Context: an optimization exercise on an open-source flow, tuned for small area and a short achievable clock period. The choices shown serve that exercise and are no tape-out recipe. The RTL was checked by simulation tests, not by an equivalence proof against the original design.

$ cat flow/config.mk
export PLATFORM = sky130hd
export DESIGN_NAME = muldiv_ctrl
export DESIGN_NICKNAME = muldiv_ctrl
export VERILOG_FILES = /design/flow/design.v
export SDC_FILE = /design/flow/constraint.sdc
export NUM_CORES = 4
export LEC_CHECK = 0
export ABC_AREA = 1
export CAP_MARGIN = 40
export CORE_MARGIN = 2
export CORE_UTILIZATION = 40
export CTS_BUF_LIST = sky130_fd_sc_hd__clkbuf_8
export CTS_CLUSTER_DIAMETER = 60
export CTS_CLUSTER_SIZE = 8
export SLEW_MARGIN = 20
$ cat flow/constraint.sdc
create_clock -name core_clock -period 120.0 [get_ports {clk}]
set_input_delay 24.0000 -clock core_clock [delete_from_list [all_inputs] [get_ports {clk}]]
set_output_delay 24.0000 -clock core_clock [all_outputs]
set_load 0.01 [all_outputs]
$ cat flow/design.v
package md_pkg;
  localparam logic [2:0] MD_NONE  = 3'd0;
  localparam logic [2:0] MD_MULT  = 3'd1;
  localparam logic [2:0] MD_MULTU = 3'd2;
  localparam logic [2:0] MD_DIV   = 3'd3;
  localparam logic [2:0] MD_DIVU  = 3'd4;
  localparam logic [2:0] MD_MTHI  = 3'd5;
  localparam logic [2:0] MD_MTLO  = 3'd6;
  function automatic logic md_is_mul(input logic [2:0] op);
    md_is_mul = op == MD_MULT || op == MD_MULTU;
  endfunction
  function automatic logic md_is_div(input logic [2:0] op);
    md_is_div = op == MD_DIV || op == MD_DIVU;
  endfunction
  function automatic logic md_is_multdiv(input logic [2:0] op);
    md_is_multdiv = md_is_mul(op) || md_is_div(op);
  endfunction
  function automatic logic [31:0] md_cneg(input logic [31:0] x, input logic s);
    logic any;
    any = 1'b0;
    for (int i = 0; i < 32; i++) begin
      md_cneg[i] = x[i] ^ (s & any);
      any        = any | x[i];
    end
  endfunction
endpackage
module md_brow
(
  input  logic [31:0] p,
  input  logic [32:0] x,
  input  logic [2:0]  m,
  output logic [31:0] pn,
  output logic [1:0]  o
);
  logic        one, two, neg;
  logic [33:0] xs, ad, pe, s;
  logic [34:0] c;
  assign one  = m[1] ^ m[0];
  assign two  = m[2] ? !m[1] && !m[0] : m[1] && m[0];
  assign neg  = m[2];
  assign xs   = {x[32], x};
  assign ad   = (({34{one}} & xs) | ({34{two}} & {xs[32:0], 1'b0})) ^ {34{neg}};
  assign pe   = {{2{p[31]}}, p};
  assign c[0] = neg;
  for (genvar i = 0; i < 34; i++) begin : g_fa
    assign s[i]   = pe[i] ^ ad[i] ^ c[i];
    assign c[i+1] = (pe[i] & ad[i]) | (c[i] & (pe[i] | ad[i]));
  end
  assign o  = s[1:0];
  assign pn = s[33:2];
endmodule
module md_drow
(
  input  logic [31:0] r,
  input  logic        bin,
  input  logic [31:0] xd,
  input  logic        cin,
  output logic [31:0] rn,
  output logic        q
);
  logic [32:0] rp;
  logic [31:0] t;
  logic [32:0] c;
  assign rp   = {r, bin};
  assign c[0] = cin;
  for (genvar i = 0; i < 32; i++) begin : g_fa
    assign t[i]   = rp[i] ^ xd[i] ^ c[i];
    assign c[i+1] = (rp[i] & xd[i]) | (c[i] & (rp[i] | xd[i]));
  end
  assign q  = rp[32] | c[32];
  assign rn = q ? t : rp[31:0];
endmodule
module muldiv_ctrl
#(
  parameter int MULT_CYCLES = 5,
  parameter int DIV_CYCLES  = 10
) (
  input  logic        clk,
  input  logic        reset_n,
  input  logic        start,
  input  logic [2:0]  op,
  input  logic [31:0] a,
  input  logic [31:0] b,
  input  logic        IntReq,
  output logic        busy,
  output logic        md_stall,
  output logic [31:0] hi,
  output logic [31:0] lo
);
  logic [3:0]  cnt;
  logic [31:0] x;       
  logic [31:0] p;       
  logic [31:0] y;       
  logic        f_div, f_sgn, f_cin, f_negq, f_negr, f_dz, f_q31, f_q30;
  logic is_mul, is_div, sgn, accept, last;
  assign is_mul   = md_pkg::md_is_mul(op);
  assign is_div   = md_pkg::md_is_div(op);
  assign sgn      = op == md_pkg::MD_MULT || op == md_pkg::MD_DIV;
  assign busy     = cnt != 4'd0;
  assign md_stall = busy || (start && md_pkg::md_is_multdiv(op));
  assign accept   = start && !IntReq && !busy && op != md_pkg::MD_NONE;
  assign last     = cnt == 4'd1;
  logic [31:0] xi;      
  logic [5:0]  yi;      
  logic [4:0]  ym;      
  logic        si;      
  logic        f_ov;    
  logic [31:0] mp [0:3];
  logic [5:0]  mo;
  assign xi    = (x & {32{busy}}) | ((b ^ {32{is_div && !(sgn && b[31])}}) & {32{!busy}});
  assign yi    = busy ? y[11:6] : a[5:0];
  assign si    = busy ? f_sgn : sgn;
  assign ym    = {last ? {2{si & yi[1]}} : yi[3:2], yi[1:0], busy & f_ov};
  assign mp[0] = busy ? p : 32'd0;
  for (genvar r = 0; r < 3; r++) begin : g_mrow
    md_brow u_row (
      .p (mp[r]),
      .x ({si & xi[31], xi}),
      .m (r == 2 ? {yi[5:4], ym[4]} : ym[2*r+2:2*r]),
      .pn(mp[r+1]),
      .o (mo[2*r+1:2*r])
    );
  end
  logic [31:0] dr [0:3];
  logic [2:0]  dq;
  assign dr[0] = p;
  for (genvar r = 0; r < 3; r++) begin : g_drow
    md_drow u_row (
      .r  (dr[r]),
      .bin(y[29-r]),
      .xd (x),
      .cin(f_cin),
      .rn (dr[r+1]),
      .q  (dq[2-r])
    );
  end
  logic        negb;
  logic [31:0] am;      
  logic [1:0]  dl;      
  logic        dsmall;  
  logic        d1, d2, d3, q31, q30;
  logic [1:0]  r2;
  assign negb   = sgn && b[31];
  assign am     = md_pkg::md_cneg(busy ? {f_q31, f_q30, y[26:0], dq} : a,
                                  busy ? f_negq : is_div && sgn && a[31]);
  assign dl     = negb ? {b[1] ^ b[0], b[0]} : b[1:0];
  assign dsmall = negb ? &b[31:2] : ~|b[31:2];
  assign d1     = dsmall && dl == 2'd1;
  assign d2     = dsmall && dl == 2'd2;
  assign d3     = dsmall && dl == 2'd3;
  assign q31    = d1 && am[31];
  assign q30    = d1 ? am[30] : d2 ? am[31] : d3 && am[31] && am[30];
  assign r2     = (d1 || d2 && am[31] || d3 && am[31] && am[30]) ? {1'b0, d2 && am[30]} :
                  d2 ? {1'b0, am[30]} : am[31:30];
  always_ff @(posedge clk) x <= xi;
  always_ff @(posedge clk) begin
    f_ov <= yi[5];
    if (!busy) begin
      f_div  <= is_div;
      f_sgn  <= sgn;
      f_cin  <= !negb;
      f_negq <= sgn && (a[31] ^ b[31]);
      f_negr <= sgn && a[31];
      f_dz   <= b == 32'd0;
      f_q31  <= q31;
      f_q30  <= q30;
      p      <= is_div ? {30'd0, r2} : mp[3];
      y      <= {am[31:6], is_div ? am[5:0] : mo};
    end else if (f_div) begin
      p <= dr[3];
      y <= {y[28:0], dq};
    end else begin
      p <= mp[3];
      y <= {mo, y[31:12], y[5:0]};
    end
  end
  always_ff @(posedge clk or negedge reset_n) begin
    if (!reset_n) begin
      cnt <= 4'd0;
      hi  <= 32'd0;
      lo  <= 32'd0;
    end else begin
      if (busy)
        cnt <= cnt - 4'd1;
      else if (accept && is_mul)
        cnt <= 4'(MULT_CYCLES);
      else if (accept && is_div)
        cnt <= 4'(DIV_CYCLES);
      if (accept && op == md_pkg::MD_MTHI)
        hi <= a;
      if (accept && op == md_pkg::MD_MTLO)
        lo <= am;
      if (last && !f_div) begin
        hi <= {mp[2][29:0], mo[3:2]};
        lo <= {mo[1:0], y[31:8], y[5:0]};
      end
      if (last && f_div && !f_dz) begin
        hi <= md_pkg::md_cneg(dr[3], f_negr);
        lo <= am;
      end
    end
  end
endmodule
$ cat flow/flow/run.sh
#!/bin/bash
set -euo pipefail
cp standard.sh standard.sh.txt
export BUFFER_PORTS_ARGS="-buffer_cell sky130_fd_sc_hd__buf_1"
export SETUP_SLACK_MARGIN=72
export SETUP_MOVE_SEQUENCE="unbuffer,sizeup,swap,clone"
bash standard.sh > standard.log 2>&1
$ cat flow/standard.sh
#!/bin/bash
# synth_recipe.tcl (not shown) runs the flow's synth.tcl, then flattens the netlist and writes it again
# the make line also repeats each setting of config.mk as NAME=value (left out here)
make -C /OpenROAD-flow-scripts/flow DESIGN_CONFIG=/design/flow/config.mk WORK_HOME=/design/flow/orfs CLKGATE_MAP_FILE= SYNTH_SCRIPT=/design/flow/synth_recipe.tcl "${@:-finish}"
==> results of run 1 <==
-- worst paths after layout --
| check | from | endpoint | slack, ns | cells after the start |
|---|---|---|---|---|
| min in group asynchronous | reset_n | hi[0] | 23.40 | 2 |
| min | lo[25] | lo[25] | 0.49 | 2 |
| max in group asynchronous | reset_n | hi[17] | 96.01 | 3 |
| max | op[0] | md_stall | 71.36 | 7 |
| min reg2reg | lo[25] | lo[25] | 0.49 | 2 |
| max reg2reg | f_cin | hi[29] | 74.12 | 132 |
-- Yosys cell counts (all sizes together) (11+ instances only) --
library cell / count / share of area, %
xor2: 142 / 7.4
inv: 293 / 6.5
fa: 191 / 23
nor2: 181 / 4.4
nand3: 80 / 2.6
dfxtp: 92 / 11
xnor2: 17 / 0.88
o211ai: 41 / 1.8
clkbuf: 89 / 2.0
ha: 11 / 0.82
o21ai: 175 / 5.3
a31oi: 31 / 1.1
nand2: 425 / 9.6
a21oi: 65 / 2.0
dfrtp: 68 / 10
nand4: 28 / 1.4
buf: 31 / 0.85
edfxtp: 13 / 2.3
o22ai: 129 / 4.8
-- stage by stage --
stage / area, um^2 / util [%]
after floorplan: 16900 / -
after global placement: 17900 / 42.8
after detailed placement: 17900 / 42.9
after CTS: 18400 / 44.0
after global routing: 18400 / 44.1
final: 18400 / 44.1
-- flip-flops by register name (all words and copies together) (netlist names), 4 cells and up --
name and flops:
x 32, cnt 4, y 32, hi 32, lo 32, p 32
-- routing by layer --
metal	wire, um	vias up	track usage (%)
li1	-	7197	-
met1	24200	7484	35.0
met2	25800	652	42.4
met3	3930	105	4.07
met4	1880	4	9.75
met5	27	-	0
-- what timing repair did --
action                                  in CTS  in global routing
buffers inserted                             0                  0
pin swaps                                    3                  2
gates resized for setup                     19                  2
endpoints found under the setup margin       1                  1
-- cells in the final DEF (no fill, tap or decap), types with 41 or more instances in the layout --
master,netlist,routed
dfrtp_1,68,68
o211ai_1,41,41
dfxtp_1,92,92
nand3_1,75,74
buf_1,19,131
nor2_1,167,164
o21ai_0,123,121
a21oi_1,62,61
fa_1,191,191
xor2_1,142,142
o21ai_1,48,47
nand2_1,417,411
o22ai_1,129,129
inv_1,287,285
-- final cells by class --
class	instances	area share [%]
multi-input combinational	1572	62.2
clock inverter	13	0.571
inverter	294	6.11
timing repair buffer	171	4.67
clock buffer	19	1.42
sequential	173	21.4
tap	539	3.66
-- kinds of logic (layout without fill, tap and decap cells) --
family / Yosys count / count (layout) / synth area share [%]
buffers and inverters: 414 / 497 / 9.39
adder cells (fa/ha/maj): 202 / 202 / 23.5
flip-flops: 173 / 173 / 23.3
AND/OR/NAND/NOR: 732 / 732 / 18.6
XOR/XNOR: 159 / 159 / 8.25
AO/OA/AOI/OAI: 475 / 475 / 16.7
multiplexers: 4 / 4 / 0.237
-- worst reg2reg max path, delay by kind of cell, from the launching register on --
kind,cells,cell delay (ns)
adders and majority gates,94,39.18
and+or+nand+nor,22,3.31
buffers and inverters,10,1.98
AOI/OAI and AO/OA,5,0.77
DFF,1,0.41
xor gates and xnor gates,1,0.15
==> key figures, run 1 <==
Timing
  – Slew @ Worst Pin: 0.833 ns
  – Slew Viols, Final: 0
  – Final cycle utilization of the critical path: 40.5%
  – Fin. Hold Viols: 0
  – Fmax: about 20 MHz
  – Setup violations, final: 0
  – Setup WS post-layout: about 70 ns
  – Period minus WS final: ~50 ns
  – Setup TNS: 0 ns
  – Clock Skew: just over 0.03 ns
  – RSZ-0062 raised after global routing: true
  – Relative slew slack: 43.9%
  – Final hold slack: 0.486 ns

Detailed routing
  – Antenna Nets Post-Route: 0
  – Vias per std cell: ~5.6
  – First drt pass iteration count: 7
  – Iteration-0 DRC Markers: 1207
  – Residual DRC: 0
  – DRT Wirelength: about 56 mm
  – Avg WL per Cell: roughly 20 um
  – Vias: between 15000 and 20000

Clock tree
  – Max Buffers Root-to-Sink: 2
  – CTS tree: done
  – CTS Buf Count: 17
  – Clock Pin Slew Worst Setup and Hold Paths: approximately 0.11 ns
  – Root buf cell: clkbuf_8
  – CTS sink cnt: between 150 and 200
  – Htree depth: 4
  – Worst skew pair latency: 0.55 ns
  – Post-CTS Hold Buffers: 0

Cells and area
  – Layout cells sized above 1: 6.47%
  – Fin nets: around 2500
  – Filler Cells Inserted: around 4200
  – N_diodes: 0
  – Storage cell area: about 4000 um^2
  – Layout Cells excl Fill: approximately 2800
  – Synth-to-Final Area Change: 9.08%
  – Multi-input logic area: between 10000 and 15000 um^2

Placement
  – Post-DP HPWL: between 40 and 50 mm
  – Placed Cells: ~2700
  – Routability cong.: around 0.93
  – I/O Buffers: about 140
  – Pre-CTS setup slack: between 70 and 80 ns

Yosys
  – Ys Warns: 5
  – Synthesized area: 16900 um^2
  – FFs w/ async S/R, synth: around two fifths
  – Mean Syn Cell Area: between 7 and 8 um^2
  – Number of synthesized flops with an enable pin: 13
  – Post-synth cell types: 52
  – Synthesis-stage register bit count: 173
  – Syn_nets: about 2400
  – Sequential area share after synthesis: 23.3%
  – Mapped Cells: between 2000 and 2500
  – Synth Flop Type: dfxtp_1

GRT
  – First-pass GRT wire length: around 88 mm
  – Largest net degree at the start of global routing: 75
  – Vias in the first global route: around 15000
  – Tot GR Track Use: 26.0%
  – Overflow after GRT: 0
  – Initial antenna violation count: 1

Critical path
  – CP top delay family: simple AND/OR/NAND/NOR gates
  – Critical path class: in2out
  – CP max stage delay: 0.12 ns
  – Worst endpoint required time: between 90 and 100 ns
  – Crit path max fanout: 6
  – Crit path DAT: 24.64 ns
  – Bufs and invs on worst path: 2
  – Critical path's slowest cell: buf_12
  – Critical Path, Cell by Cell: buf_12, nor2_4, nand2_2, nand2_4, o21ai_2, nand2_1, buf_2
  – CP startpoint kind: input port
  – Critical Path Sink Type: output port

Worst hold path
  – Hold crit path type: reg2reg

Floorplan
  – Die height: 209 um
  – Core ar.: between 40000 and 50000 um^2
  – Starting Density: about two fifths
  – I/O pin cnt: about 140
  – Row count: between 70 and 80
  – Die area: about 44000 um^2
  – Die X: roughly 210 um

Status
  – Run status: finished clean

Job
  – Max Cap Viol: 0
==> run 2, diff against run 1 <==
--- a/flow/config.mk
+++ b/flow/config.mk
@@ -8,8 +8,5 @@
 export ABC_AREA = 1
-export CAP_MARGIN = 40
+export CAP_MARGIN = 10
 export CORE_MARGIN = 2
 export CORE_UTILIZATION = 40
-export CTS_BUF_LIST = sky130_fd_sc_hd__clkbuf_8
-export CTS_CLUSTER_DIAMETER = 60
-export CTS_CLUSTER_SIZE = 8
-export SLEW_MARGIN = 20
+export SLEW_MARGIN = 10
==> run 2 against run 1 <==
Effect of this change: hold slack worse by 0.0061 ns; first-iteration DRC count is 1.8% lower; register-to-register slack worse by 0.08 ns; final area is 0.67% higher; clock skew is 0.013 ns lower; sequential share of layout area is 0.14 points lower; die area stayed put; global-route usage is 0.23 points higher; critical path type unchanged; largest cell class unchanged.
==> key figures, run 2 <==
Status
  – Run status: finished clean (unchanged)

Timing
  – Final cycle utilization of the critical path: 40.5% (about the same)
  – Fmax: 20.6 MHz (about the same)
  – RSZ-0062 raised after global routing: true (unchanged)
  – Setup violations, final: 0 (unchanged)
  – Clock Skew: 0.0172 ns (was 0.0304 ns)
  – Slew Viols, Final: 0 (unchanged)
  – Fin. Hold Viols: 0 (unchanged)
  – Relative slew slack: 31.1% (was 43.9%)
  – Period minus WS final: 48.64 ns (about the same)
  – Slew @ Worst Pin: 1.03 ns (was 0.833 ns)
  – Setup TNS: 0 ns (unchanged)

Yosys
  – Ys Warns: 5 (unchanged)
  – Synthesized area: 16900 um^2 (unchanged)
  – FFs w/ async S/R, synth: 39.3% (unchanged)
  – Mapped Cells: 2159 (unchanged)
  – Synthesis-stage register bit count: 173 (unchanged)
  – Dominant cells by area after synthesis: fa_1, dfxtp_1, dfrtp_1 (unchanged)
  – Top cells by instance count after synthesis: nand2_1, inv_1, fa_1, nor2_1, xor2_1 (unchanged)
  – Number of synthesized flops with an enable pin: 13 (unchanged)
  – Top cell type's share of synthesized area: 22.7% (unchanged)
  – Synth Flop Type: dfxtp_1 (unchanged)
  – Sequential area share after synthesis: 23.3% (unchanged)
  – Dominant cell by count in the synthesized netlist: nand2_1 (unchanged)
  – Post-synth cell types: 52 (unchanged)
  – Syn_nets: 2432 (unchanged)
  – Mean Syn Cell Area: 7.81 um^2 (unchanged)
  – Top cell type by total area after synthesis: fa_1 (unchanged)

Critical path
  – CP top delay family: simple AND/OR/NAND/NOR gates (unchanged)
  – R2R Setup Slk: 74.04 ns (was 74.12 ns)
  – CP max stage delay: 0.12 ns (about the same)
  – Critical Path, Cell by Cell: buf_8, nor2_4, nand2_2, nand2_4, o21ai_2, nand2_1, buf_2 (was buf_12, nor2_4, nand2_2, nand2_4, o21ai_2, nand2_1, buf_2)
  – Crit path max fanout: 6 (unchanged)
  – Bufs and invs on worst path: 2 (unchanged)
  – Worst R2R Path Depth: 132 (unchanged)
  – Critical Path Sink Type: output port (unchanged)
  – Crit path DAT: 24.64 ns (about the same)
  – Critical path's slowest cell: buf_8 (was buf_12)
  – Reg2reg start: f_cin (unchanged)
  – CP startpoint kind: input port (unchanged)
  – Worst endpoint required time: 96.00 ns (about the same)
  – Critical path class: in2out (unchanged)
  – RR Endpoint: hi[29] (unchanged)

Clock tree
  – CTS tree: done (unchanged)
  – Worst skew pair latency: 0.48 ns (was 0.55 ns)
  – Clock Pin Slew Worst Setup and Hold Paths: 0.07 ns (was 0.11 ns)
  – Htree depth: 4 (unchanged)
  – CTS sink cnt: 173 (unchanged)
  – Root buf cell: clkbuf_16 (was clkbuf_8)
  – CTS Buf Count: 17 (unchanged)
  – Post-CTS Hold Buffers: 0 (unchanged)
  – Post-CTS Setup Bufs: 0 (unchanged)
  – Max Buffers Root-to-Sink: 2 (unchanged)

Cells and area
  – Fin nets: 2497 (was 2502)
  – Commonest cells after routing, fill and taps aside: nand2_1, inv_1, fa_1 (unchanged)
  – Synth-to-Final Area Change: 9.81% (was 9.08%)
  – Filler Cells Inserted: 4210 (unchanged)
  – Multi-input logic area: 11400 um^2 (unchanged)
  – Layout cells sized above 1: 6.17% (was 6.47%)
  – Commonest non-fill, non-tap cell in the layout: nand2_1 (unchanged)
  – Storage cell area: 3930 um^2 (unchanged)
  – Final Cell Area: 18500 um^2 (was 18400 um^2)

Detailed routing
  – Residual DRC: 0 (unchanged)
  – Vias per std cell: 5.56 (was 5.55)
  – Iteration-0 DRC Markers: 1185 (was 1207)
  – First drt pass iteration count: 8 (was 7)
  – Vias: 15500 (was 15400)
  – Antenna Nets Post-Route: 0 (unchanged)
  – Avg WL per Cell: 20.1 um (about the same)
  – DRT Wirelength: 55.8 mm (was 55.9 mm)

GRT
  – Tot GR Track Use: 26.2% (was 26.0%)
  – Largest net degree at the start of global routing: 75 (unchanged)
  – First-pass GRT wire length: 88.8 mm (was 88.2 mm)
  – Vias in the first global route: 15400 (was 15500)
  – Initial antenna violation count: 1 (unchanged)
  – Overflow after GRT: 0 (unchanged)

Placement
  – I/O Buffers: 136 (unchanged)
  – Dpl cell area: 17900 um^2 (about the same)
  – Routability cong.: 0.933 (unchanged)
  – Post-DP HPWL: 43.2 mm (was 43.4 mm)

Floorplan
  – Core ar.: 41800 um^2 (unchanged)
  – Starting Density: 40.4% (unchanged)
  – I/O pin cnt: 137 (unchanged)
  – Die height: 209 um (unchanged)
  – Die X: 209 um (unchanged)
  – Die area: 43800 um^2 (unchanged)
  – Row count: 75 (unchanged)

Worst hold path
  – Hold Path Cell Cnt: 2 (unchanged)
  – Min-delay src: lo[25] (unchanged)
  – Hold crit path type: reg2reg (unchanged)
  – Hold endpoint: lo[25] (unchanged)

Job
  – Max Cap Viol: 0 (unchanged)
run 2: final cells by class:
cell class	count	share of cell area (%)
Antenna cell	2	0.0270
Clock buffer	21	2.55
Clock inverter	11	0.561
Inverter	294	6.06
Multi-Input combinational cell	1572	61.8
Sequential cell	173	21.2
Tap cell	539	3.64
Timing Repair Buffer	166	4.15
run 2: what timing repair did:
item	in CTS	in global routing
gates resized for setup	16	5
hold endpoints to repair	0	0
pin swaps	5	3
endpoints found under the setup margin	1	1
run 2: through the flow:
stage               instances  hold slack [ns]  util, %  setup slack [ns]
finish                   2778            0.480     44.4             71.36
global route             2776            0.498     44.4             71.32
floorplan                2159            0.437        -             71.57
detailed placement       2744            0.465     42.8             71.02
CTS                      2776            0.483     44.3             71.34
global placement         2744            0.460     42.8             71.03
run 2: kinds of logic after synthesis:
| family | Yosys count | share of synthesized area (%) |
|---|---|---|
| AOI/OAI and AO/OA | 475 | 16.7 |
| xor gates and xnor gates | 159 | 8.25 |
| adders and majority gates | 202 | 23.5 |
| buffers and inverters | 414 | 9.39 |
| DFF | 173 | 23.3 |
| muxes | 4 | 0.237 |
| and+or+nand+nor | 732 | 18.6 |
run 2: how the worst max path moves through the flow:
| stage | start | end | slack [ns] | cells past startpoint |
|---|---|---|---|---|
| after CTS | op[0] | md_stall | 71.34 | 7 |
| final | op[1] | md_stall | 71.36 | 7 |
| after detailed placement | op[0] | md_stall | 71.02 | 7 |
| after floorplan | op[0] | md_stall | 71.57 | 6 |
| after global placement | op[0] | md_stall | 71.03 | 8 |
| after global routing | op[0] | md_stall | 71.32 | 8 |
run 2: layer usage:
layer	vias up	share of wire, %	global-route usage (%)	wire (um)
li1	7163	-	-	-
met1	7540	43	35.4	24000
met2	635	46	42.2	25700
met3	113	7.0	4.06	3920
met4	0	3.9	11.1	2170
met5	-	0	0	0
run 2: worst min-delay path: cells and delay by family, from the launching register on:
kind / cells / cell delay [ns]
simple gates: 2 / 0.10
flops: 1 / 0.35
==> run 3, diff against run 2 <==
--- a/flow/design.v
+++ b/flow/design.v
@@ -44,3 +44,3 @@
   assign c[0] = neg;
-  for (genvar i = 0; i < 34; i++) begin : g_fa
+  for (genvar i = 0; i < 34; i = i + 1) begin : g_fa
     assign s[i]   = pe[i] ^ ad[i] ^ c[i];
@@ -65,3 +65,3 @@
   assign c[0] = cin;
-  for (genvar i = 0; i < 32; i++) begin : g_fa
+  for (genvar i = 0; i < 32; i = i + 1) begin : g_fa
     assign t[i]   = rp[i] ^ xd[i] ^ c[i];
@@ -114,3 +114,4 @@
   assign mp[0] = busy ? p : 32'd0;
-  for (genvar r = 0; r < 3; r++) begin : g_mrow
+  genvar r;
+  for (r = 0; r < 3; r = r + 1) begin : g_mrow
     md_brow u_row (
@@ -126,3 +127,3 @@
   assign dr[0] = p;
-  for (genvar r = 0; r < 3; r++) begin : g_drow
+  for (r = 0; r < 3; r = r + 1) begin : g_drow
     md_drow u_row (
--- a/flow/config.mk
+++ b/flow/config.mk
@@ -8,5 +8,5 @@
 export ABC_AREA = 1
-export CAP_MARGIN = 10
+export CAP_MARGIN = 20
 export CORE_MARGIN = 2
 export CORE_UTILIZATION = 40
-export SLEW_MARGIN = 10
+export SLEW_MARGIN = 20
==> run 3 against run 2 <==
Effect of this change: critical path depth did not move; hold slack unchanged; synthesized cell count unchanged; die area is the same; clock-buffer cell count stayed put; via count did not move; register-to-register slack barely moved; wire length is the same; final area is the same; core utilization stayed put.
==> key figures, run 3 <==
Status
  – Run status: finished clean (unchanged)

Timing
  – Slew Viols, Final: 0 (unchanged)
  – Slew @ Worst Pin: 1.03 ns (unchanged)
  – Fmax: 20.6 MHz (unchanged)
  – Fin. Hold Viols: 0 (unchanged)
  – Setup TNS: 0 ns (unchanged)
  – Clock Skew: 0.0172 ns (unchanged)
  – Relative slew slack: 31.1% (unchanged)
  – Setup violations, final: 0 (unchanged)
  – Final cycle utilization of the critical path: 40.5% (unchanged)
  – RSZ-0062 raised after global routing: true (unchanged)
  – Period minus WS final: 48.64 ns (unchanged)

Cells and area
  – Layout Cells excl Fill: 2778 (unchanged)
  – Filler Cells Inserted: 4210 (unchanged)
  – Synth-to-Final Area Change: 9.81% (unchanged)
  – Fin nets: 2497 (unchanged)
  – Commonest non-fill, non-tap cell in the layout: nand2_1 (unchanged)
  – Commonest cells after routing, fill and taps aside: nand2_1, inv_1, fa_1 (unchanged)
  – Final Cell Area: 18500 um^2 (unchanged)
  – Layout cells sized above 1: 6.17% (unchanged)

Yosys
  – FFs w/ async S/R, synth: 39.3% (unchanged)
  – Synthesized area: 16900 um^2 (unchanged)
  – Dominant cell by count in the synthesized netlist: nand2_1 (unchanged)
  – Sequential area share after synthesis: 23.3% (unchanged)
  – Top cells by instance count after synthesis: nand2_1, inv_1, fa_1, nor2_1, xor2_1 (unchanged)
  – Dominant cells by area after synthesis: fa_1, dfxtp_1, dfrtp_1 (unchanged)
  – Number of synthesized flops with an enable pin: 13 (unchanged)
  – Top cell type's share of synthesized area: 22.7% (unchanged)
  – Mapped Cells: 2159 (unchanged)
  – Synth Flop Type: dfxtp_1 (unchanged)
  – Top cell type by total area after synthesis: fa_1 (unchanged)
  – Post-synth cell types: 52 (unchanged)
  – Syn_nets: 2432 (unchanged)
  – Mean Syn Cell Area: 7.81 um^2 (unchanged)
  – Synthesis-stage register bit count: 173 (unchanged)
  – Ys Warns: 5 (unchanged)

Clock tree
  – Post-CTS Hold Buffers: 0 (unchanged)
  – Clock Pin Slew Worst Setup and Hold Paths: 0.07 ns (about the same)
  – Worst skew pair latency: 0.48 ns (about the same)
  – CTS Buf Count: 17 (unchanged)
  – Htree depth: 4 (unchanged)
  – CTS tree: done (unchanged)
  – CTS sink cnt: 173 (unchanged)
  – Root buf cell: clkbuf_16 (unchanged)
  – Max Buffers Root-to-Sink: 2 (unchanged)
  – Post-CTS Setup Bufs: 0 (unchanged)

Worst hold path
  – Hold endpoint: lo[25] (unchanged)
  – Hold Path Cell Cnt: 2 (unchanged)
  – Min-delay src: lo[25] (unchanged)
  – Hold crit path type: reg2reg (unchanged)

Detailed routing
  – Iteration-0 DRC Markers: 1185 (unchanged)
  – Antenna Nets Post-Route: 0 (unchanged)
  – Avg WL per Cell: 20.1 um (unchanged)
  – DRT Wirelength: 55.8 mm (unchanged)
  – Vias per std cell: 5.56 (unchanged)
  – Vias: 15500 (unchanged)
  – Residual DRC: 0 (unchanged)
  – First drt pass iteration count: 8 (unchanged)

Placement
  – Dpl cell area: 17900 um^2 (unchanged)
  – Routability cong.: 0.933 (unchanged)
  – Post-DP HPWL: 43.2 mm (unchanged)
  – I/O Buffers: 136 (unchanged)
  – Placed Cells: 2744 (unchanged)

Critical path
  – Reg2reg start: f_cin (unchanged)
  – CP top delay family: simple AND/OR/NAND/NOR gates (unchanged)
  – Critical Path, Cell by Cell: buf_8, nor2_4, nand2_2, nand2_4, o21ai_2, nand2_1, buf_2 (unchanged)
  – Crit path max fanout: 6 (unchanged)
  – RR Endpoint: hi[29] (unchanged)
  – Critical path class: in2out (unchanged)
  – Worst endpoint required time: 96.00 ns (about the same)
  – Critical Path Sink Type: output port (unchanged)
  – CP max stage delay: 0.12 ns (about the same)
  – CP startpoint kind: input port (unchanged)
  – Bufs and invs on worst path: 2 (unchanged)
  – Worst R2R Path Depth: 132 (unchanged)
  – Critical path's slowest cell: buf_8 (unchanged)
  – Crit path DAT: 24.64 ns (about the same)
  – R2R Setup Slk: 74.04 ns (about the same)

GRT
  – Initial antenna violation count: 1 (unchanged)
  – Tot GR Track Use: 26.2% (unchanged)
  – Largest net degree at the start of global routing: 75 (unchanged)
  – First-pass GRT wire length: 88.8 mm (unchanged)
  – Vias in the first global route: 15400 (unchanged)
  – Overflow after GRT: 0 (unchanged)

Floorplan
  – Row count: 75 (unchanged)
  – Die X: 209 um (unchanged)
  – Starting Density: 40.4% (unchanged)
  – I/O pin cnt: 137 (unchanged)
  – Core ar.: 41800 um^2 (unchanged)
  – Die height: 209 um (unchanged)
  – Die area: 43800 um^2 (unchanged)

Job
  – Max Cap Viol: 0 (unchanged)
-- run 3: how the worst max path moves through the flow --
stage	start	to	slack [ns]	cells after the start
floorplan	op[0]	md_stall	71.57	6
global placement	op[0]	md_stall	71.03	8
detailed placement	op[0]	md_stall	71.02	7
CTS	op[0]	md_stall	71.34	7
global route	op[0]	md_stall	71.32	8
finish	op[1]	md_stall	71.36	7
-- run 3: cell families (layout without fill, tap and decap cells) --
group                      Yosys count  after routing  synth area share (%)
buffers and inverters              414            492                  9.39
and+or+nand+nor                    732            732                  18.6
AOI/OAI and AO/OA                  475            475                  16.7
xor gates and xnor gates           159            159                  8.25
adders and majority gates          202            202                  23.5
DFF                                173            173                  23.3
other                                0              2                     0
muxes                                4              4                 0.237
-- run 3: layout make-up --
cell class | count | area (um^2) | share of cell area, %
multi-input cells | 1572 | 11400 | 61.8
flip-flops and latches | 173 | 3930 | 21.2
inverters | 294 | 1120 | 6.06
repair buffers | 166 | 769 | 4.15
well taps | 539 | 674 | 3.64
clock buffers | 21 | 472 | 2.55
clock inverters | 11 | 104 | 0.561
diodes | 2 | 5.00 | 0.0270
-- run 3: routing by layer --
| layer | vias up | wire, um | track usage (%) |
|---|---|---|---|
| met5 | - | 0 | 0 |
| met4 | 0 | 2170 | 11.1 |
| met3 | 113 | 3920 | 4.06 |
| met2 | 635 | 25700 | 42.2 |
| met1 | 7540 | 24000 | 35.4 |
| li1 | 7163 | - | - |
-- run 3: tightest hold or removal path: stages, from the launching register on --
cell	delay (ns)
dfrtp_1	0.35
nand2_1	0.05
nand2_1	0.05
-- run 3: what timing repair did --
item / 4_1_cts / 5_1_grt
pin swaps: 5 / 3
gates resized for setup: 16 / 5
endpoints found under the setup margin: 1 / 1
hold endpoints to repair: 0 / 0
-- run 3: metrics by stage --
step	utilization [%]	hold slack, ns	setup WS (ns)
6_report	44.4	0.480	71.36
5_1_grt	44.4	0.498	71.32
4_1_cts	44.3	0.483	71.34
3_5_place_dp	42.8	0.465	71.02
3_3_place_gp	42.8	0.460	71.03
2_1_floorplan	-	0.437	71.57
==> run 4, diff against run 3 <==
--- a/flow/design.v
+++ b/flow/design.v
@@ -93,3 +93,3 @@
   logic [31:0] y;       
-  logic        f_div, f_sgn, f_cin, f_negq, f_negr, f_dz, f_q31, f_q30;
+  logic        f_div, f_sc, f_negq, f_negr, f_dz, f_q31, f_q30;
   logic is_mul, is_div, sgn, accept, last;
@@ -111,3 +111,3 @@
   assign yi    = busy ? y[11:6] : a[5:0];
-  assign si    = busy ? f_sgn : sgn;
+  assign si    = busy ? f_sc : sgn;
   assign ym    = {last ? {2{si & yi[1]}} : yi[3:2], yi[1:0], busy & f_ov};
@@ -132,3 +132,3 @@
       .xd (x),
-      .cin(f_cin),
+      .cin(f_sc),
       .rn (dr[r+1]),
@@ -160,4 +160,3 @@
       f_div  <= is_div;
-      f_sgn  <= sgn;
-      f_cin  <= !negb;
+      f_sc   <= is_div ? !negb : sgn;
       f_negq <= sgn && (a[31] ^ b[31]);
@@ -190,3 +189,3 @@
       if (accept && op == md_pkg::MD_MTHI)
-        hi <= a;
+        hi <= am;
       if (accept && op == md_pkg::MD_MTLO)
==> run 4 against run 3 <==
Effect of this change: still clean; register-to-register slack improved by 0.59 ns; setup slack got worse by 0.018 ns; flip-flop and latch count decreased by 1; cell count decreased by 0.76%; via count decreased by 1.5%; sequential share of layout area about the same; largest cell class unchanged.
==> key figures, run 4 <==
Status
  – Run status: finished clean (unchanged)

Yosys
  – Synth Flop Type: dfxtp_1 (unchanged)
  – Top cell type by total area after synthesis: fa_1 (unchanged)
  – Mean Syn Cell Area: 7.83 um^2 (was 7.81 um^2)
  – Synthesized area: 16800 um^2 (was 16900 um^2)
  – Synthesis-stage register bit count: 172 (was 173)
  – Top cells by instance count after synthesis: nand2_1, inv_1, fa_1, nor2_1, xor2_1 (unchanged)
  – FFs w/ async S/R, synth: 39.5% (was 39.3%)
  – Ys Warns: 5 (unchanged)
  – Syn_nets: 2413 (was 2432)
  – Post-synth cell types: 51 (was 52)
  – Dominant cell by count in the synthesized netlist: nand2_1 (unchanged)
  – Number of synthesized flops with an enable pin: 13 (unchanged)
  – Top cell type's share of synthesized area: 22.8% (was 22.7%)
  – Dominant cells by area after synthesis: fa_1, dfxtp_1, dfrtp_1 (unchanged)
  – Sequential area share after synthesis: 23.4% (was 23.3%)
  – Mapped Cells: 2140 (was 2159)

Critical path
  – Worst endpoint required time: 96.00 ns (about the same)
  – Reg2reg start: f_sc (was f_cin)
  – RR Endpoint: hi[30] (was hi[29])
  – CP max stage delay: 0.14 ns (was 0.12 ns)
  – Crit path DAT: 24.66 ns (was 24.64 ns)
  – Critical Path Sink Type: output port (unchanged)
  – Critical path's slowest cell: nor2_4 (was buf_8)
  – Critical path class: in2out (unchanged)
  – Crit path max fanout: 4 (was 6)
  – CP startpoint kind: input port (unchanged)
  – R2R Setup Slk: 74.63 ns (was 74.04 ns)
  – Critical Path, Cell by Cell: buf_6, nor2_4, nand2_4, o21ai_2, o21ai_1, nand2_1, buf_2 (was buf_8, nor2_4, nand2_2, nand2_4, o21ai_2, nand2_1, buf_2)
  – Worst R2R Path Depth: 135 (was 132)

Detailed routing
  – Wl on met1: 24.8 mm (was 24.0 mm)
  – Iteration-0 DRC Markers: 1157 (was 1185)
  – Residual DRC: 0 (unchanged)
  – First drt pass iteration count: 5 (was 8)
  – Metal2 WL: 23.9 mm (was 25.7 mm)
  – Met3 WL post-DR: 4.36 mm (was 3.92 mm)
  – Top sig layer: met4 (unchanged)
  – Antenna Nets Post-Route: 0 (unchanged)
  – Avg WL per Cell: 19.8 um (was 20.1 um)
  – Vias: 15200 (was 15500)
  – DRT Wirelength: 54.7 mm (was 55.8 mm)
  – Vias per std cell: 5.52 (was 5.56)

Cells and area
  – Layout Cells excl Fill: 2757 (was 2778)
  – Layout cells sized above 1: 6.20% (was 6.17%)
  – Synth-to-Final Area Change: 10.0% (was 9.81%)
  – Commonest non-fill, non-tap cell in the layout: nand2_1 (unchanged)
  – N_diodes: 0 (was 2)
  – Commonest cells after routing, fill and taps aside: nand2_1, inv_1, fa_1 (unchanged)
  – Fin nets: 2485 (was 2497)

GRT
  – Largest net degree at the start of global routing: 128 (was 75)
  – First-pass GRT wire length: 86.0 mm (was 88.8 mm)
  – Tot GR Track Use: 25.6% (was 26.2%)
  – Overflow after GRT: 0 (unchanged)
  – Vias in the first global route: 14800 (was 15400)
  – Initial antenna violation count: 0 (was 1)

Placement
  – Routability cong.: 0.881 (was 0.933)
  – Post-DP HPWL: 42.4 mm (was 43.2 mm)
  – I/O Buffers: 136 (unchanged)
  – Placed Cells: 2724 (was 2744)

Timing
  – Slew Viols, Final: 0 (unchanged)
  – Fin. Hold Viols: 0 (unchanged)
  – Final cycle utilization of the critical path: 40.6% (was 40.5%)
  – Clock Skew: 0.0161 ns (was 0.0172 ns)
  – RSZ-0062 raised after global routing: true (unchanged)
  – Fmax: 20.6 MHz (about the same)
  – Setup violations, final: 0 (unchanged)
  – Slew @ Worst Pin: 0.939 ns (was 1.03 ns)
  – Final hold slack: 0.497 ns (was 0.480 ns)
  – Setup TNS: 0 ns (unchanged)
  – Period minus WS final: 48.66 ns (was 48.64 ns)
  – Relative slew slack: 36.8% (was 31.1%)

Clock tree
  – Post-CTS Setup Bufs: 0 (unchanged)
  – CTS Buf Count: 17 (unchanged)
  – Max Buffers Root-to-Sink: 2 (unchanged)
  – Worst skew pair latency: 0.47 ns (was 0.48 ns)
  – CTS sink cnt: 172 (was 173)
  – Root buf cell: clkbuf_16 (unchanged)
  – CTS tree: done (unchanged)
  – Htree depth: 4 (unchanged)
  – Clock Pin Slew Worst Setup and Hold Paths: 0.07 ns (about the same)

Floorplan
  – Core ar.: 41100 um^2 (was 41800 um^2)
  – Row count: 74 (was 75)
  – Starting Density: 40.7% (was 40.4%)
  – Die height: 209 um (about the same)
  – Die X: 209 um (about the same)
  – I/O pin cnt: 137 (unchanged)
  – Die area: 43500 um^2 (was 43800 um^2)

Worst hold path
  – Hold Path Cell Cnt: 2 (unchanged)
  – Hold crit path type: reg2reg (unchanged)
  – Hold endpoint: hi[0] (was lo[25])
  – Min-delay src: hi[0] (was lo[25])

Job
  – Max Cap Viol: 0 (unchanged)
[run 4: what timing repair did]
action | CTS | global route
pin swaps | 6 | 2
endpoints found under the hold margin | 0 | 0
gates resized for setup | 17 | 2
hold buffers | 0 | 0
setup endpoints to repair | 1 | 1
[run 4: metrics by stage]
stage | area (um^2) | utilization, % | setup slack, ns
final | 18400 | 44.8 | 71.34
after global placement | 17800 | 43.2 | 71.06
after detailed placement | 17800 | 43.2 | 71.05
after floorplan | 16800 | - | 71.59
after CTS | 18400 | 44.8 | 71.35
after global routing | 18400 | 44.8 | 71.29
[run 4: logic make-up (layout without fill, tap and decap cells)]
logic type               Yosys count  in the layout  share of synthesized area, %
AO/OA/AOI/OAI                    472            472                          16.4
multiplexers                       6              6                         0.359
flip-flops                       172            172                          23.4
AND/OR/NAND/NOR                  699            699                          18.0
adder cells (fa/ha/maj)          202            202                          23.6
XOR/XNOR                         154            154                          8.05
buffers and inverters            435            520                          10.2
[run 4: area by class of cell]
| type | instances | area, um^2 |
|---|---|---|
| inverters | 319 | 1220 |
| flip-flops and latches | 172 | 3910 |
| well taps | 532 | 666 |
| clock buffers | 19 | 443 |
| multi-input cells | 1533 | 11200 |
| clock inverters | 13 | 145 |
| fillers | 4182 | 22700 |
| repair buffers | 169 | 808 |
[run 4: worst max-delay path: cells and delay by family]
family	cells	cell delay (ns)
AO/OA/AOI/OAI	2	0.16
buffers and inverters	2	0.24
AND/OR/NAND/NOR	3	0.26
[run 4: worst max-delay path by stage]
| stage | from | to | slack, ns |
|---|---|---|---|
| global route | op[1] | md_stall | 71.29 |
| detailed placement | op[0] | md_stall | 71.05 |
| finish | op[1] | md_stall | 71.34 |
| floorplan | op[0] | md_stall | 71.59 |
| CTS | op[2] | md_stall | 71.35 |
| global placement | op[0] | md_stall | 71.06 |
[run 4: layer usage]
| layer | GRT usage (%) | vias up |
|---|---|---|
| li1 | - | 7126 |
| met1 | 36.9 | 7421 |
| met2 | 39.2 | 616 |
| met3 | 4.25 | 61 |
| met4 | 8.42 | 0 |
| met5 | 0 | - |

re-timing with driven ports:
The results above use ideal ports. As a check the final layouts listed here were re-extracted and re-timed, cells and wires unchanged.
Step 1, drivers: a clkbuf_16 drives clk and a buf_2 each remaining input, both assumed.
Step 2 also shifts input and output timing later by t, the mid clock arrival at the registers, as if the neighbouring blocks saw the same clock.
Three values: ideal ports, drivers, drivers and shift; two values: the first two.
run	t, ns	setup slack, ns	hold slack, ns	worst register clock-pin slew, ns	pins driven straight from the clock port
run 1	0.581	71.358 / 71.304 / 71.304	0.486 / 0.486 / 0.486	0.12 / 0.12	1
run 2	0.530	71.357 / 71.301 / 71.301	0.480 / 0.480 / 0.480	0.08 / 0.08	1
run 3	0.530	71.357 / 71.301 / 71.301	0.480 / 0.480 / 0.480	0.08 / 0.08	1
run 4	0.513	71.339 / 71.284 / 71.284	0.497 / 0.497 / 0.497	0.08 / 0.08	1
After both steps setup and hold are still met in every run listed.
